This design comes from an exercise in tuning for small area and a short achievable clock period on the open sky130 flow, not from production work.
In this exercise RTL edits were held to simulation tests only and were not proved equivalent to the original.
No activity file was given, so power comes from the tool's default toggle rates.

## v4
==> flow/design.v <==
`timescale 1ns/1ns
`default_nettype none
module enigma_top (
    input  wire       clk,
    input  wire       srstn,
    input  wire       load_i,
    input  wire       encrypt_i,
    input  wire [5:0] code_i,
    output wire [5:0] code_o,
    output wire       code_valid_o
);
    logic             loading_q;
    logic             ready_q;
    logic [63:0][5:0] ring_q;
    logic [63:0]      vld_q;
    logic [5:0]       q_q;
    logic [5:0]       r_q;
    logic             pend_q;
    logic [5:0]       u_q;
    logic [5:0]       uc_q;
    logic [5:0]       js_q;
    logic             any_q;
    logic             valid_q;
    wire ld_acc  = load_i & ~ready_q;
    wire enc_acc = encrypt_i & ready_q;
    always_ff @(posedge clk) begin
        if (!srstn) begin
            loading_q <= 1'b0;
            ready_q   <= 1'b0;
        end else begin
            loading_q <= load_i & ~ready_q;
            ready_q   <= ready_q | (loading_q & ~load_i);
        end
    end
    always_ff @(posedge clk) begin
        ring_q <= {ring_q[62:0], ld_acc ? code_i : ring_q[63]};
    end
    always_ff @(posedge clk) begin
        if (!srstn) begin
            vld_q <= '0;
        end else begin
            vld_q <= {vld_q[62:0], ld_acc | vld_q[63]};
        end
    end
    always_ff @(posedge clk) begin
        if (ld_acc) begin
            q_q <= 6'd0;
        end else begin
            q_q <= q_q + 6'd1 + {5'd0, enc_acc};
        end
    end
    wire [2:0] x_lo = code_i[2:0];
    wire [2:0] x_hi = code_i[5:3];
    wire [2:0] q_lo = q_q[2:0];
    wire [2:0] q_hi = q_q[5:3];
    wire       brw  = (x_lo >= q_lo);
    logic [7:0]      sel_lo;
    logic [7:0]      eq_hi;
    logic [7:0]      sel_hi;
    logic [7:0][6:0] grp;
    logic [6:0]      fva;
    always_comb begin
        for (int l = 0; l < 8; l++) begin
            sel_lo[l] = (x_lo == 3'(q_lo - 3'(l) - 3'd1));
            eq_hi[l]  = (x_hi == 3'(q_hi - 3'(l)));
        end
        for (int h = 0; h < 8; h++) begin
            sel_hi[h] = brw ? eq_hi[(h + 1) % 8] : eq_hi[h];
        end
        fva = '0;
        for (int h = 0; h < 8; h++) begin
            grp[h] = '0;
            for (int l = 0; l < 8; l++) begin
                grp[h] = grp[h] | ({vld_q[8*h+l], ring_q[8*h+l]} & {7{sel_lo[l]}});
            end
            fva = fva | (grp[h] & {7{sel_hi[h]}});
        end
    end
    wire [5:0] fa = fva[5:0];
    wire       va = fva[6];
    wire [5:0] ra = va ? ~fa : 6'h3f;
    always_ff @(posedge clk) begin
        u_q    <= q_q;
        r_q    <= ra;
        pend_q <= srstn & enc_acc;
    end
    wire [5:0] u  = u_q;
    wire       rz = (r_q == 6'd0);
    logic [63:0] w;
    logic [63:0] hm;
    always_comb begin
        for (int j = 0; j < 64; j++) begin
            w[j]  = vld_q[j] ? (ring_q[j] == r_q) : rz;
            hm[j] = w[j] & (6'(j) <= u);
        end
    end
    function automatic logic [5:0] msb64(input logic [63:0] v);
        logic [31:0]      a1;
        logic [15:0]      a2;
        logic [7:0]       a3;
        logic [3:0]       a4;
        logic [1:0]       a5;
        logic [31:0]      i1;
        logic [15:0][1:0] i2;
        logic [7:0][2:0]  i3;
        logic [3:0][3:0]  i4;
        logic [1:0][4:0]  i5;
        for (int n = 0; n < 32; n++) begin
            a1[n] = v[2*n+1] | v[2*n];
            i1[n] = v[2*n+1];
        end
        for (int n = 0; n < 16; n++) begin
            a2[n] = a1[2*n+1] | a1[2*n];
            i2[n] = a1[2*n+1] ? {1'b1, i1[2*n+1]} : {1'b0, i1[2*n]};
        end
        for (int n = 0; n < 8; n++) begin
            a3[n] = a2[2*n+1] | a2[2*n];
            i3[n] = a2[2*n+1] ? {1'b1, i2[2*n+1]} : {1'b0, i2[2*n]};
        end
        for (int n = 0; n < 4; n++) begin
            a4[n] = a3[2*n+1] | a3[2*n];
            i4[n] = a3[2*n+1] ? {1'b1, i3[2*n+1]} : {1'b0, i3[2*n]};
        end
        for (int n = 0; n < 2; n++) begin
            a5[n] = a4[2*n+1] | a4[2*n];
            i5[n] = a4[2*n+1] ? {1'b1, i4[2*n+1]} : {1'b0, i4[2*n]};
        end
        msb64 = a5[1] ? {1'b1, i5[1]} : {1'b0, i5[0]};
    endfunction
    wire [5:0] jstar = (|hm) ? msb64(hm) : msb64(w);
    always_ff @(posedge clk) begin
        uc_q    <= u;
        js_q    <= jstar;
        any_q   <= |w;
        valid_q <= srstn & pend_q;
    end
    assign code_o       = any_q ? (uc_q - js_q) : 6'd0;
    assign code_valid_o = valid_q;
endmodule
`default_nettype wire
clock: 6.0 ns
lec_check: 0
cap_margin: 20
core_margin: 2
core_utilization: 60
setup_slack_margin: 3.5
slew_margin: 20
run.sh (not shown) runs the stock make flow with config.mk's settings and CLKGATE_MAP_FILE= SYNTH_SCRIPT=/design/flow/synth_recipe.tcl, a recipe that flattens the netlist after the stock synthesis.
Setup changes, v4 to v14
# v4
export LEC_CHECK = 0
export CAP_MARGIN = 20
export CORE_MARGIN = 2
export CORE_UTILIZATION = 60
export SETUP_SLACK_MARGIN = 3.5
export SLEW_MARGIN = 20
create_clock -name core_clock -period 6.0 [get_ports {clk}]
# v14
export LEC_CHECK = 0
export ABC_AREA = 1
export CAP_MARGIN = 20
export CORE_MARGIN = 2
export CORE_UTILIZATION = 60
export CTS_BUF_LIST = sky130_fd_sc_hd__clkbuf_16
export CTS_CLUSTER_DIAMETER = 100
export CTS_CLUSTER_SIZE = 22
export SETUP_SLACK_MARGIN = 3.0
export SLEW_MARGIN = 20
create_clock -name core_clock -period 6.0 [get_ports {clk}]
Results
- v14 vs. v4: multi-input logic portion of the cell area went down by 0.21 points.
- Largest fanout on the critical path delta for v14 relative to v4: 2 higher
- Start point of the critical path: js_q[2] -> v14, js_q[1] -> v4
- Sequential share of layout area for v14 is higher than for v4.


// enigma_top: RTL as listed in full above, without the edits since
export LEC_CHECK = 0
export CAP_MARGIN = 20
export CORE_MARGIN = 2
export CORE_UTILIZATION = 70
export CTS_BUF_LIST = sky130_fd_sc_hd__clkbuf_16
export CTS_CLUSTER_DIAMETER = 100
export CTS_CLUSTER_SIZE = 26
export SETUP_SLACK_MARGIN = 2.5
export SLEW_MARGIN = 20
create_clock -name core_clock -period 6.0 [get_ports {clk}]
==> next run, changes <==
--- a/flow/config.mk
+++ b/flow/config.mk
@@ -10 +10 @@
-export CORE_UTILIZATION = 70
+export CORE_UTILIZATION = 60
@@ -13 +13 @@
-export CTS_CLUSTER_SIZE = 26
+export CTS_CLUSTER_SIZE = 22
- The new run passed the timing, design-rule and antenna checks
- die area goes up by 16%
- clock power is higher by 12%
- total power increases by 1.9%
- global-route usage fell by 7.4 points

-- re-timing with driven ports --
Ports are ideal in the flow. The routed layouts listed here were re-timed in OpenROAD. Step 1 (the two cells are an assumption about what drives the block):
set clk [get_ports {clk}]
set_driving_cell -lib_cell sky130_fd_sc_hd__clkbuf_16 $clk
set_driving_cell -lib_cell sky130_fd_sc_hd__buf_2 [delete_from_list [all_inputs] $clk]
Step 2 also shifts input and output timing later by t, the mid clock arrival at the registers, as if the neighbouring blocks saw the same clock. a / b / c = no drivers / after step 1 / after step 2; a / b = the first two.
run	t (ns)	slack for setup (ns)	worst register clock-pin slew, ns
v4	0.666	2.553 / 2.498 / 1.958	0.08 / 0.08
v14	0.649	2.595 / 2.536 / 2.366	0.10 / 0.10
the first run of note 2	0.606	2.483 / 2.483 / 1.913	0.11 / 0.11
the second run of note 2	0.633	2.553 / 2.520 / 2.071	0.10 / 0.10
After both steps every run listed still meets setup and hold. For v4, which loses most, drivers alone change the setup slack by -0.055 ns; drivers and shift together by -0.595 ns.
